Background: an optimization exercise with open tools, aiming at small area. Do not read the settings as production practice. No run shown here included a check of the RTL's function; only the layout flow was run. Power is estimated from default activity; no workload was simulated.

[design/flow/config.mk]
export PLATFORM = sky130hd
export DESIGN_NAME = whackGame
export DESIGN_NICKNAME = whackGame
export VERILOG_FILES = /design/flow/design.v
export SDC_FILE = /design/flow/constraint.sdc
export NUM_CORES = 4
export LEC_CHECK = 0
export CAP_MARGIN = 20
export CORE_MARGIN = 2
export CORE_UTILIZATION = 40
export SLEW_MARGIN = 20
[design/flow/constraint.sdc]
create_clock -name core_clock -period 30.0 [get_ports {Clock}]
set_input_delay 6.0000 -clock core_clock [delete_from_list [all_inputs] [get_ports {Clock}]]
set_output_delay 6.0000 -clock core_clock [all_outputs]
set_load 0.01 [all_outputs]
[design/flow/design.v]
package bcdPkg;
	typedef logic [3:0] bcdDigitT;  
	localparam int NumDigits = 4;  
	typedef bcdDigitT [NumDigits-1:0] bcdCountT;  
	function automatic bcdCountT bcdAdd(input bcdCountT a, input bcdCountT b);
		logic [4*NumDigits-1:0] aFlat;
		logic [4*NumDigits-1:0] bFlat;
		logic [4*NumDigits-1:0] result;
		logic carry;
		logic [4:0] digitSum;
		aFlat = a;
		bFlat = b;
		result = '0;
		carry = 1'b0;
		for (int i = 0; i < NumDigits; i++) begin
			digitSum = {1'b0, aFlat[4*i +: 4]} + {1'b0, bFlat[4*i +: 4]} + {4'b0, carry};
			carry = (digitSum > 5'd9);
			if (carry) begin
				digitSum = digitSum - 5'd10;  
			end
			result[4*i +: 4] = digitSum[3:0];
		end
		bcdAdd = result;
	endfunction
endpackage
package gamePkg;
	localparam int NumMoles = 8;  
	localparam int HeightMax = 20;  
	localparam int HeightWidth = 5;
	localparam int WaitCount = 4;  
	localparam int WaitWidth = $clog2(WaitCount + 1);
	typedef logic [HeightWidth-1:0] heightT;
	localparam int StepPeriod = 2;
	localparam int WaitPeriod = 4;
	localparam int TickWidth = $clog2((StepPeriod > WaitPeriod ? StepPeriod : WaitPeriod) + 1);
	localparam int LfsrWidth = 16;  
	localparam int SlotSpacing = 60;  
	localparam int SeqLength = NumMoles * SlotSpacing;
	localparam logic [1:0] WhackIdle = 2'b00;
	localparam logic [1:0] WhackPressed = 2'b01;
	localparam logic [1:0] WhackHit = 2'b11;
	localparam logic [1:0] MoleHiding = 2'b00;
	localparam logic [1:0] MoleRising = 2'b01;
	localparam logic [1:0] MoleWaiting = 2'b11;
	localparam logic [1:0] MoleLowering = 2'b10;
endpackage
`timescale 1ns/10ps
module tickGenerator (
	input logic [1:0] count,
	output logic stepTick,
	output logic waitTick
);
	assign stepTick = count[0];
	assign waitTick = count[0] & count[1];
endmodule
`timescale 1ns/10ps
module moleScheduler (
	input logic Clock,
	input logic reset,
	input logic loadSeed,
	input logic shift,
	output logic [gamePkg::LfsrWidth-1:0] seedCount,
	output logic [gamePkg::NumMoles-1:0] riseRequest
);
	localparam int FillWidth = $clog2(gamePkg::SeqLength + 1);
	logic [gamePkg::LfsrWidth-1:0] lfsr;
	logic feedback;
	logic [gamePkg::SeqLength-1:0] seqBits;  
	logic [FillWidth-1:0] fill;  
	always_ff @(posedge Clock or posedge reset) begin
		if (reset) begin
			seedCount <= '0;
		end else begin
			seedCount <= seedCount + 1'b1;
		end
	end
	assign feedback = lfsr[0] ^ lfsr[2] ^ lfsr[3] ^ lfsr[5];
	always_ff @(posedge Clock or posedge reset) begin
		if (reset) begin
			lfsr <= '0;
		end else if (loadSeed) begin
			lfsr <= seedCount;
		end else if (shift) begin
			lfsr <= {feedback, lfsr[gamePkg::LfsrWidth-1:1]};
		end
	end
	always_ff @(posedge Clock) begin
		if (shift) begin
			seqBits <= {seqBits[gamePkg::SeqLength-2:0], lfsr[0]};
		end
	end
	always_ff @(posedge Clock or posedge reset) begin
		if (reset) begin
			fill <= '0;
		end else if (shift && fill != FillWidth'(gamePkg::SeqLength)) begin
			fill <= fill + 1'b1;
		end
	end
	for (genvar k = 0; k < gamePkg::NumMoles; k++) begin : gTap
		assign riseRequest[k] = seqBits[(k + 1) * gamePkg::SlotSpacing - 1] &
			(fill >= FillWidth'((k + 1) * gamePkg::SlotSpacing));
	end
endmodule
`timescale 1ns/10ps
module whackDecoder (
	input logic Clock,
	input logic reset,
	input logic [gamePkg::NumMoles-1:0] switches,
	output logic [gamePkg::NumMoles-1:0] hit
);
	logic [gamePkg::NumMoles-1:0] pressed;
	always_ff @(posedge Clock or posedge reset) begin
		if (reset) begin
			pressed <= '0;
			hit <= '0;
		end else begin
			pressed <= switches & ~hit;
			hit <= pressed & ~switches;
		end
	end
endmodule
`timescale 1ns/10ps
module moleRiser (
	input logic Clock,
	input logic reset,
	input logic stepTick,
	input logic waitTick,
	input logic go,
	input logic hit,
	output gamePkg::heightT height,
	output logic hiding
);
	logic [1:0] state;
	gamePkg::heightT h;
	logic rising;
	logic waiting;
	logic lowering;
	logic atTop;  
	logic waitDone;  
	logic atBottom;  
	logic count;  
	logic down;  
	assign rising = (state == gamePkg::MoleRising);
	assign waiting = (state == gamePkg::MoleWaiting);
	assign lowering = (state == gamePkg::MoleLowering);
	assign hiding = (state == gamePkg::MoleHiding);
	assign atTop = h[4] & h[2];
	assign waitDone = ~h[2] & ~h[1] & ~h[0];
	assign atBottom = (h == '0);
	assign down = state[1];
	assign count = (rising & stepTick & ~atTop) | (lowering & stepTick & ~atBottom) |
		(waiting & waitTick & ~waitDone);
	logic [4:0] toggle;
	logic [4:0] hNext;
	logic [1:0] stateNext;
	always_comb begin
		toggle[0] = count;
		for (int i = 1; i < 5; i++) begin
			toggle[i] = toggle[i-1] & (h[i-1] ^ down);
		end
		hNext = h ^ toggle;
		hNext[2] = hNext[2] | (waiting & waitDone);  
		case (state)
			gamePkg::MoleHiding: stateNext = go ? gamePkg::MoleRising : state;
			gamePkg::MoleRising: stateNext = atTop ? gamePkg::MoleWaiting : state;
			gamePkg::MoleWaiting: stateNext = waitDone ? gamePkg::MoleLowering : state;
			default: stateNext = atBottom ? gamePkg::MoleHiding : state;
		endcase
	end
	always_ff @(posedge Clock or posedge reset) begin
		if (reset) begin
			state <= gamePkg::MoleHiding;
			h <= '0;
		end else begin
			state <= hit ? gamePkg::MoleHiding : stateNext;
			h <= hit ? '0 : hNext;
		end
	end
	assign height = {h[4], h[3], h[2] | waiting, h[1] & ~waiting, h[0] & ~waiting};
endmodule
`timescale 1ns/10ps
module scoreTally (
	input logic Clock,
	input logic reset,
	input logic [gamePkg::NumMoles-1:0] hit,
	input logic [gamePkg::NumMoles-1:0] hiding,
	input logic [gamePkg::NumMoles-1:0] riseRequest,
	output bcdPkg::bcdCountT totalScore,
	output bcdPkg::bcdCountT totalRise
);
	bcdCounter i_score (
		.Clock(Clock),
		.reset(reset),
		.events(hit & ~hiding),
		.total(totalScore)
	);
	bcdCounter i_rise (
		.Clock(Clock),
		.reset(reset),
		.events(riseRequest & hiding),
		.total(totalRise)
	);
endmodule
module bcdCounter (
	input logic Clock,
	input logic reset,
	input logic [gamePkg::NumMoles-1:0] events,
	output logic [15:0] total
);
	logic [4:0] ones;  
	logic carry;  
	logic [3:0] en;  
	logic [15:0] toggle;
	assign ones = 5'(total[3:0]) + 5'(events[0]) + 5'(events[1]) + 5'(events[2]) +
		5'(events[3]) + 5'(events[4]) + 5'(events[5]) + 5'(events[6]) + 5'(events[7]);
	assign carry = ones[4] | (ones[3] & (ones[2] | ones[1]));
	assign en[1] = carry;
	assign en[2] = en[1] & total[4] & total[7];
	assign en[3] = en[2] & total[8] & total[11];
	always_comb begin
		toggle = '0;
		for (int d = 1; d < 4; d++) begin
			toggle[4*d] = en[d];
			toggle[4*d+1] = en[d] & total[4*d] & ~total[4*d+3];
			toggle[4*d+2] = en[d] & total[4*d] & total[4*d+1];
			toggle[4*d+3] = en[d] & total[4*d] & (total[4*d+3] | (total[4*d+1] & total[4*d+2]));
		end
	end
	always_ff @(posedge Clock or posedge reset) begin
		if (reset) begin
			total <= '0;
		end else begin
			total[3:0] <= carry ? 4'(ones + 5'd6) : ones[3:0];
			total[15:4] <= total[15:4] ^ toggle[15:4];
		end
	end
endmodule
`timescale 1ns/10ps
module whackGame (
	input logic Clock,
	input logic reset,
	input logic [gamePkg::NumMoles-1:0] switches,
	input logic loadSeed,
	input logic shift,
	output gamePkg::heightT [gamePkg::NumMoles-1:0] moleHeights,
	output bcdPkg::bcdCountT totalScore,
	output bcdPkg::bcdCountT totalRise
);
	logic stepTick;
	logic waitTick;
	logic [gamePkg::LfsrWidth-1:0] seedCount;
	logic [gamePkg::NumMoles-1:0] riseRequest;
	logic [gamePkg::NumMoles-1:0] hit;
	logic [gamePkg::NumMoles-1:0] hiding;
	moleScheduler i_moleScheduler (
		.Clock(Clock),
		.reset(reset),
		.loadSeed(loadSeed),
		.shift(shift),
		.seedCount(seedCount),
		.riseRequest(riseRequest)
	);
	tickGenerator i_tickGenerator (
		.count(seedCount[1:0]),
		.stepTick(stepTick),
		.waitTick(waitTick)
	);
	whackDecoder i_whackDecoder (
		.Clock(Clock),
		.reset(reset),
		.switches(switches),
		.hit(hit)
	);
	for (genvar m = 0; m < gamePkg::NumMoles; m++) begin : gMole
		moleRiser i_moleRiser (
			.Clock(Clock),
			.reset(reset),
			.stepTick(stepTick),
			.waitTick(waitTick),
			.go(riseRequest[m]),
			.hit(hit[m]),
			.height(moleHeights[m]),
			.hiding(hiding[m])
		);
	end
	scoreTally i_scoreTally (
		.Clock(Clock),
		.reset(reset),
		.hit(hit),
		.hiding(hiding),
		.riseRequest(riseRequest),
		.totalScore(totalScore),
		.totalRise(totalRise)
	);
endmodule
[design/flow/flow/run.sh]
#!/bin/bash
# Standard synthesis and layout (standard.sh), with a leaner clock tree (small
# clock buffers, no dummy loads), minimum-size port buffers, and power
# recovery (downsizing of gates off the critical paths) after global routing.
set -euo pipefail
bash standard.sh finish \
	"BUFFER_PORTS_ARGS=-buffer_cell sky130_fd_sc_hd__buf_1" \
	"CTS_ARGS=-sink_clustering_enable -repair_clock_nets -dont_use_dummy_load -buf_list sky130_fd_sc_hd__clkbuf_4" \
	"RECOVER_POWER=100" \
	> flow.log 2>&1
[design/flow/standard.sh]
#!/bin/bash
# synth_recipe.tcl (not shown) runs the flow's synth.tcl, then flattens the netlist and writes it again
# the make line also repeats each setting of config.mk as NAME=value (left out here)
make -C /OpenROAD-flow-scripts/flow DESIGN_CONFIG=/design/flow/config.mk WORK_HOME=/design/flow/orfs CLKGATE_MAP_FILE= SYNTH_SCRIPT=/design/flow/synth_recipe.tcl "${@:-finish}"
==> flow_metrics.py, run 1 <==
metrics = {
    "run_status": {
        "check-failures": "max-capacitance violations, max-slew violations",
        "status": "complete, but fails checks",
    },
    "cells_and_area": {
        "drive_above_1_share": 0.114,
        "final_cell_mix": "edfxtp_1 (480), clkbuf_4 (155), dfrtp_1 (145)",
        "nNetsFinal": 1545,
        "syn_to_final_growth_pct": 8.64,
        "final_util": 0.438,
        "layout_commonest_cell": "edfxtp_1",
        "instances_no_fill": 2255,
    },
    "clock_tree": {
        "clk_path_buf_depth": 3,
        "cts.sinks": 625,
        "cts_tree": "yes",
        "post_cts_buffers": 0,
        "htreeDepth": 4,
        "clock_latency_ps": 900,
        "clk_pin_slew_ps": 60,
        "post_cts_resized": 0,
        "hold_buffers": 0,
        "cts_buffers": 155,
        "root_buffer": "clkbuf_4",
    },
    "drt": {
        "wirelength_um": 35800,
        "first_pass_iters": 4,
        "drc": 0,
        "drtIter0Drc": 859,
        "postRouteAntennaNets": 0,
        "via_count": 11060,
        "via_per_inst": 4.90,
        "routedWlPerCell_um": 15.9,
    },
    "sta": {
        "timing.final.crit_period_ps": 14680,
        "setup_ws_ps": 15320,
        "final.setup.tns_ps": 0,
        "fin_skew_ps": 82.0,
        "period_share": 0.489,
        "setup_violations": 0,
        "final-hold-violation-count": 0,
        "drv_slew": 653,
        "fmax_ghz": 0.0681,
        "worstMarginPinSlew_ps": 10060,
        "relSlewSlack": -5.71,
        "rsz0062_at_grt": "false",
    },
    "synth": {
        "syn-num-nets": 1362,
        "synth_edf_count": 480,
        "yosysWarnings": 4,
        "synth_seq_cells": 625,
        "synth_cell_types": 60,
        "yosys.area.top_type_share": 0.637,
        "synth_area_leaders": "edfxtp_1 (64%), dfrtp_1 (16%), xnor2_1 (1.7%)",
        "yosys.area.top_type": "edfxtp_1",
        "yosysSeqAreaShare": 0.797,
        "synth_cells": 1315,
        "synth_top_flop_cell": "edfxtp_1",
        "syn_avg_cell_area_um2": 17.2,
        "syn_area_um2": 22600,
        "async_flop_share": 0.232,
    },
    "worst_setup_path": {
        "worstPathCellList": "clkbuf_1 > clkbuf_1",
        "crit_arrival_ps": 14820,
        "cp-start-kind": "primary input",
        "critical_path_class": "in -> reg",
        "cp-end-kind": "flop",
        "slowest_delay_ps": 7090,
        "cp_common_cell": "clkbuf_1",
        "cp_top_family": "buffers and inverters",
        "cp_data_required_time_ps": 30150,
        "slowest_stage": "clkbuf_1",
        "critical_path.max_fanout": 202,
        "critPathBufInv": 2,
    },
    "floorplanning": {
        "die_area_um2": 58500,
        "die_w_um": 242,
        "initial_core_util": 0.403,
        "core_area_um2": 56200,
        "die_h_um": 242,
        "row_count": 87,
        "io_pins": 84,
    },
    "placement": {
        "finalWeightedCongestion": 0.766,
        "dpl.cell_count": 2097,
        "dp_hpwl_um": 19600,
        "io_buffer_count": 83,
        "place_ws_ps": 21090,
    },
    "global_route": {
        "grt_start_max_net_pins": 203,
        "grt_usage": 0.126,
        "grt_pass1_vias": 11068,
        "grt_pass1_wl_um": 58500,
        "grt_overflow": 0,
        "antenna_found_initial": 1,
    },
    "flow_run": {
        "drv_cap": 7,
    },
    "power": {
        "total_power_mw": 1.59,
        "powerDensity_nw_per_um2": 64.5,
        "leakagePower_nw": 9.00,
        "vdd_drop_max_uv": 34.5,
    },
    "min_path": {
        "hp-class": "reg -> reg",
    },
}
==> Yosys cell counts, types with 3 or more instances <==
cell type,number
o21ai_1,3
xnor2_1,44
o21bai_1,4
mux2i_1,20
nor2b_1,25
a21bo_2,4
a21o_1,3
a31oi_1,13
buf_4,17
mux2_2,8
o41ai_1,8
edfxtp_1,480
nand4b_1,3
xor2_1,16
a32oi_4,4
nand2_1,73
and2_1,25
o2bb2ai_1,3
and4_1,4
fa_1,10
a211oi_1,8
dfrtp_1,145
and3_1,6
nor3_1,7
o21a_1,10
nand4_1,4
nand3b_1,6
or3_1,25
ha_1,25
nand2b_1,23
nor2_1,54
o22ai_1,4
nand3_1,20
buf_2,23
clkbuf_1,21
or3_4,7
o21ai_0,59
a32oi_2,3
inv_1,23
a21oi_1,52
==> per-layer routing <==
metal | up-vias | global-route usage | part of all wire
met5 | - | 0 | 0
met4 | 0 | 0.0643 | 0.026
met2 | 233 | 0.165 | 0.42
li1 | 5217 | - | -
met1 | 5535 | 0.187 | 0.50
met3 | 75 | 0.0404 | 0.049
==> stage by stage <==
| step | cell area, um2 | hold slack (ps) |
|---|---|---|
| floorplan | 22600 | 400 |
| global placement | 23600 | 403 |
| detailed placement | 23600 | 405 |
| CTS | 24800 | 346 |
| global route | 24600 | 372 |
| finish | 24600 | 358 |
==> state kept, by name, summed over array words and instances, names as in the netlist <==
register / flops
i_moleScheduler.lfsr: 16
i_moleScheduler.fill: 9
i_moleScheduler.seedCount: 16
i_whackDecoder.pressed: 8
gMole.i_moleRiser.h: 40
i_whackDecoder.hit: 8
i_scoreTally.i_rise.total: 16
i_scoreTally.i_score.total: 16
i_moleScheduler.seqBits: 480
gMole.i_moleRiser.state: 16
==> report_power, final <==
part | leakage (nW) | switching, mW | internal (mW)
combinational | 1.62 | 0.0356 | 0.0166
sequential | 6.67 | 0.0256 | 0.991
clock | 0.713 | 0.284 | 0.234
total | 9.00 | 0.345 | 1.24
==> layout make-up <==
cell class                      count  area (um2)
Fill cell                        5097       31600
Sequential cell                   625       18000
Multi-Input combinational cell    603        4010
Clock buffer                      155        1160
Tap cell                          756         946
Timing Repair Buffer               89         335
Inverter                           24        91.3
Antenna cell                        3        7.51
==> worst paths after layout <==
| check | end | cells after the start | startpoint | slack [ps] |
|---|---|---|---|---|
| worst max-delay path | i_moleScheduler.seqBits[377] | 2 | shift | 15320 |
| worst min-delay path | i_moleScheduler.seqBits[475] | 0 | i_moleScheduler.seqBits[474] | 360 |
| worst max register to register | i_scoreTally.i_rise.total[15] | 22 | i_moleScheduler.fill[4] | 23060 |
| worst min register to register | i_moleScheduler.seqBits[475] | 0 | i_moleScheduler.seqBits[474] | 360 |
| max in group asynchronous | gMole[7].i_moleRiser.h[2] | 3 | reset | 19260 |
| min in group asynchronous | i_whackDecoder.hit[3] | 2 | reset | 6090 |
==> kinds of logic (layout without fill, tap and decap cells) <==
logic type	Yosys count	in the layout	synth area share
AOI/OAI and AO/OA	190	190	0.0571
muxes	28	28	0.0128
adders and majority gates	35	35	0.0227
and+or+nand+nor	290	290	0.0684
xor gates and xnor gates	60	60	0.0232
DFF	625	625	0.797
buffers and inverters	87	268	0.0188
other	0	3	0
==> inputs of run 2 (changes only) <==
==> design/flow/flow/run.sh (replaced) <==
#!/bin/bash
# Standard synthesis and layout (standard.sh), with a leaner clock tree (small
# clock buffers, no dummy loads), minimum-size port buffers
set -euo pipefail
bash standard.sh finish \
	"BUFFER_PORTS_ARGS=-buffer_cell sky130_fd_sc_hd__buf_1" \
	"CTS_ARGS=-sink_clustering_enable -repair_clock_nets -dont_use_dummy_load -buf_list sky130_fd_sc_hd__clkbuf_8 -sink_clustering_size 20 -sink_clustering_max_diameter 60" \
	> flow.log 2>&1
==> run 2 against run 1 <==
Against the previous run:
- the run now finishes clean
- count of clock-buffer cells in the layout fell by 113
- synthesized area did not move
- non-clock buffer count did not move
- sequential share of layout area rose by 1.2 points
- cell count fell by 5.1%
- combinational power rose by 6.3%
- utilization fell by 0.69 points
- setup slack improved by 6700 ps
- die area did not move
- critical endpoint is now i_moleScheduler.seqBits[479]
==> flow_metrics.py, run 2 <==
metrics = {
    "clock_tree": {
        "clk_pin_slew_ps": 90,
        "htreeDepth": 2,
        "clock_latency_ps": 630,
        "root_buffer": "clkbuf_8",
        "post_cts_buffers": 0,
        "cts_buffers": 42,
        "hold_buffers": 0,
        "post_cts_resized": 0,
        "cts.sinks": 625,
        "clk_path_buf_depth": 3,
        "cts_tree": "yes",
    },
    "synth": {
        "yosysWarnings": 4,
        "yosysSeqAreaShare": 0.797,
        "syn-num-nets": 1362,
        "synth_seq_cells": 625,
        "async_flop_share": 0.232,
        "synthTopCellsByCount": "edfxtp_1 (480), dfrtp_1 (145), nand2_1 (73)",
        "post-synth-top-count-cell": "edfxtp_1",
        "synth_cells": 1315,
        "syn_avg_cell_area_um2": 17.2,
        "synth_top_flop_cell": "edfxtp_1",
        "synth_edf_count": 480,
        "synth_area_leaders": "edfxtp_1 (64%), dfrtp_1 (16%), xnor2_1 (1.7%)",
        "yosys.area.top_type_share": 0.637,
        "synth_cell_types": 60,
        "syn_area_um2": 22600,
        "yosys.area.top_type": "edfxtp_1",
    },
    "floorplanning": {
        "die_area_um2": 58500,
        "core_area_um2": 56200,
        "initial_core_util": 0.403,
        "die_w_um": 242,
        "io_pins": 84,
        "die_h_um": 242,
        "row_count": 87,
    },
    "placement": {
        "placed_area_um2": 23600,
        "dp_hpwl_um": 19600,
        "io_buffer_count": 83,
        "finalWeightedCongestion": 0.766,
    },
    "cells_and_area": {
        "nNetsFinal": 1432,
        "multi_input_area_um2": 4170,
        "regMostFlops": "i_moleScheduler.seqBits",
        "layout_commonest_cell": "edfxtp_1",
        "final_area_um2": 24200,
        "diodes": 0,
        "ff_latch_area_um2": 18000,
        "largest_reg_flops": 480,
        "largest_registers": "i_moleScheduler.seqBits (480), gMole.i_moleRiser.h (40)",
        "fillers": 5045,
        "drive_above_1_share": 0.0600,
        "syn_to_final_growth_pct": 6.94,
        "final_cell_mix": "edfxtp_1 (480), dfrtp_1 (145), buf_1 (81)",
    },
    "worst_setup_path": {
        "crit_start": "shift",
        "critical_path.max_fanout": 93,
        "worst-r2r-cell-count": 22,
        "cp-start-kind": "primary input",
        "critical_path_class": "in -> reg",
        "crit_arrival_ps": 8190,
        "cp-endpoint": "i_moleScheduler.seqBits[479]",
        "reg2reg_slack_ps": 23100,
        "timing.rr.end": "i_scoreTally.i_rise.total[13]",
        "timing.rr.start": "i_moleScheduler.fill[4]",
        "cp_data_required_time_ps": 30230,
        "cp-end-kind": "flop",
    },
    "global_route": {
        "grt_start_max_net_pins": 203,
        "grt_pass1_vias": 10140,
        "grt_pass1_wl_um": 55700,
        "grt_usage": 0.117,
        "grt_overflow": 0,
        "grt_use_met1": 0.185,
        "met2_usage": 0.164,
        "grt.busiest_layer": "met1",
        "antenna_found_initial": 0,
        "grt_use_met3": 0.0207,
    },
    "sta": {
        "fmax_ghz": 0.126,
        "relSlewSlack": 0.299,
        "final.setup.tns_ps": 0,
        "fin_skew_ps": 96.0,
        "setup_violations": 0,
        "rsz0062_at_grt": "false",
        "timing.final.crit_period_ps": 7960,
        "period_share": 0.265,
        "worstMarginPinSlew_ps": 1050,
        "drv_slew": 0,
        "final-hold-violation-count": 0,
    },
    "drt": {
        "wirelength_um": 34200,
        "via_count": 10405,
        "drtIter0Drc": 738,
        "drc": 0,
        "via_per_inst": 4.86,
        "first_pass_iters": 5,
        "postRouteAntennaNets": 0,
        "routedWlPerCell_um": 16.0,
    },
    "flow_run": {
        "drv_cap": 0,
    },
    "run_status": {
        "status": "complete, no violations",
    },
    "min_path": {
        "min_from": "i_moleScheduler.seqBits[230]",
        "hp-class": "reg -> reg",
    },
    "power": {
        "vdd_drop_max_uv": 35.6,
        "powerDensity_nw_per_um2": 59.1,
        "leakagePower_nw": 8.64,
        "total_power_mw": 1.43,
    },
}
run 2: cell counts after synthesis:
Identical to the previous run, type by type.
run 2: cells by family (layout without fill, tap and decap cells):
kind of cell / Yosys count / count (layout) / synth area share
flip-flops: 625 / 625 / 0.797
AND/OR/NAND/NOR: 290 / 290 / 0.0684
AO/OA/AOI/OAI: 190 / 190 / 0.0571
buffers and inverters: 87 / 155 / 0.0188
XOR/XNOR: 60 / 60 / 0.0232
adder cells (fa/ha/maj): 35 / 35 / 0.0227
multiplexers: 28 / 28 / 0.0128
run 2: where the power goes:
| group | internal, mW | switching (mW) | leakage (nW) |
|---|---|---|---|
| sequential | 0.984 | 0.0257 | 6.67 |
| combinational | 0.0184 | 0.0371 | 1.67 |
| clock | 0.126 | 0.239 | 0.302 |
| total | 1.13 | 0.302 | 8.64 |
run 2: worst min path at each step:
stage,end,slack [ps],depth (start not counted)
2_1_floorplan,i_moleScheduler.seqBits[100],400,0
3_3_place_gp,i_moleScheduler.seqBits[42],400,0
3_5_place_dp,i_moleScheduler.seqBits[101],400,0
4_1_cts,i_moleScheduler.seqBits[231],330,0
5_1_grt,i_moleScheduler.seqBits[231],340,0
6_report,i_moleScheduler.seqBits[231],350,0
run 2: routing by layer:
layer  wire length, um  vias up
met5                 0        -
met4               798        0
met3              1230       51
met2             14500      155
met1             17600     5264
li1                  -     4935
run 2: through the flow:
step / instances / setup slack [ps] / hold slack, ps / util
6_report: 2139 / 22040 / 346 / 0.431
5_1_grt: 2139 / 21880 / 335 / 0.431
4_1_cts: 2139 / 21800 / 331 / 0.431
3_5_place_dp: 2097 / 21090 / 405 / 0.421
3_3_place_gp: 2097 / 21160 / 403 / 0.421
2_1_floorplan: 1315 / 20110 / 400 / -
run 2: worst max-delay path: stages:
cell,delay (ps)
clkbuf_4,470
buf_4,860
buf_6,710
run 2: cell type report:
type	instances	share of cell area
clock buffers	42	0.0239
well taps	756	0.0391
repair buffers	89	0.0156
inverters	24	0.00393
multi-input cells	603	0.172
flip-flops and latches	625	0.745

## port drivers added, routing unchanged
In the flow no input, the clock included, has a driving cell. The finished layouts below were timed again as built, in two steps.
Step 1, drivers: a clkbuf_16 drives Clock and a buf_2 each remaining input, both assumed.
Step 2 adds t to the input delays and takes it off the output delays; t is the mean of the earliest and latest rising clock arrival at the registers after step 1. Input paths then give back, and output paths get back, about the clock's delay inside the block.
Slacks: ideal ports / drivers / drivers and shift; pairs: ideal ports / drivers.
run | t (ns) | setup slack, ns | worst hold slack (ns) | clock arrival spread, ns | worst register clock-pin slew, ns
run 1 | 0.915 | 15.322 / 15.328 / 14.412 | 0.358 / 0.358 / 0.358 | 0.091 / 0.091 | 0.07 / 0.07
run 2 | 0.638 | 22.040 / 22.062 / 21.424 | 0.346 / 0.346 / 0.346 | 0.099 / 0.100 | 0.12 / 0.12
For run 1, which loses most, drivers alone change the setup slack by +0.006 ns; drivers and shift together by -0.910 ns.
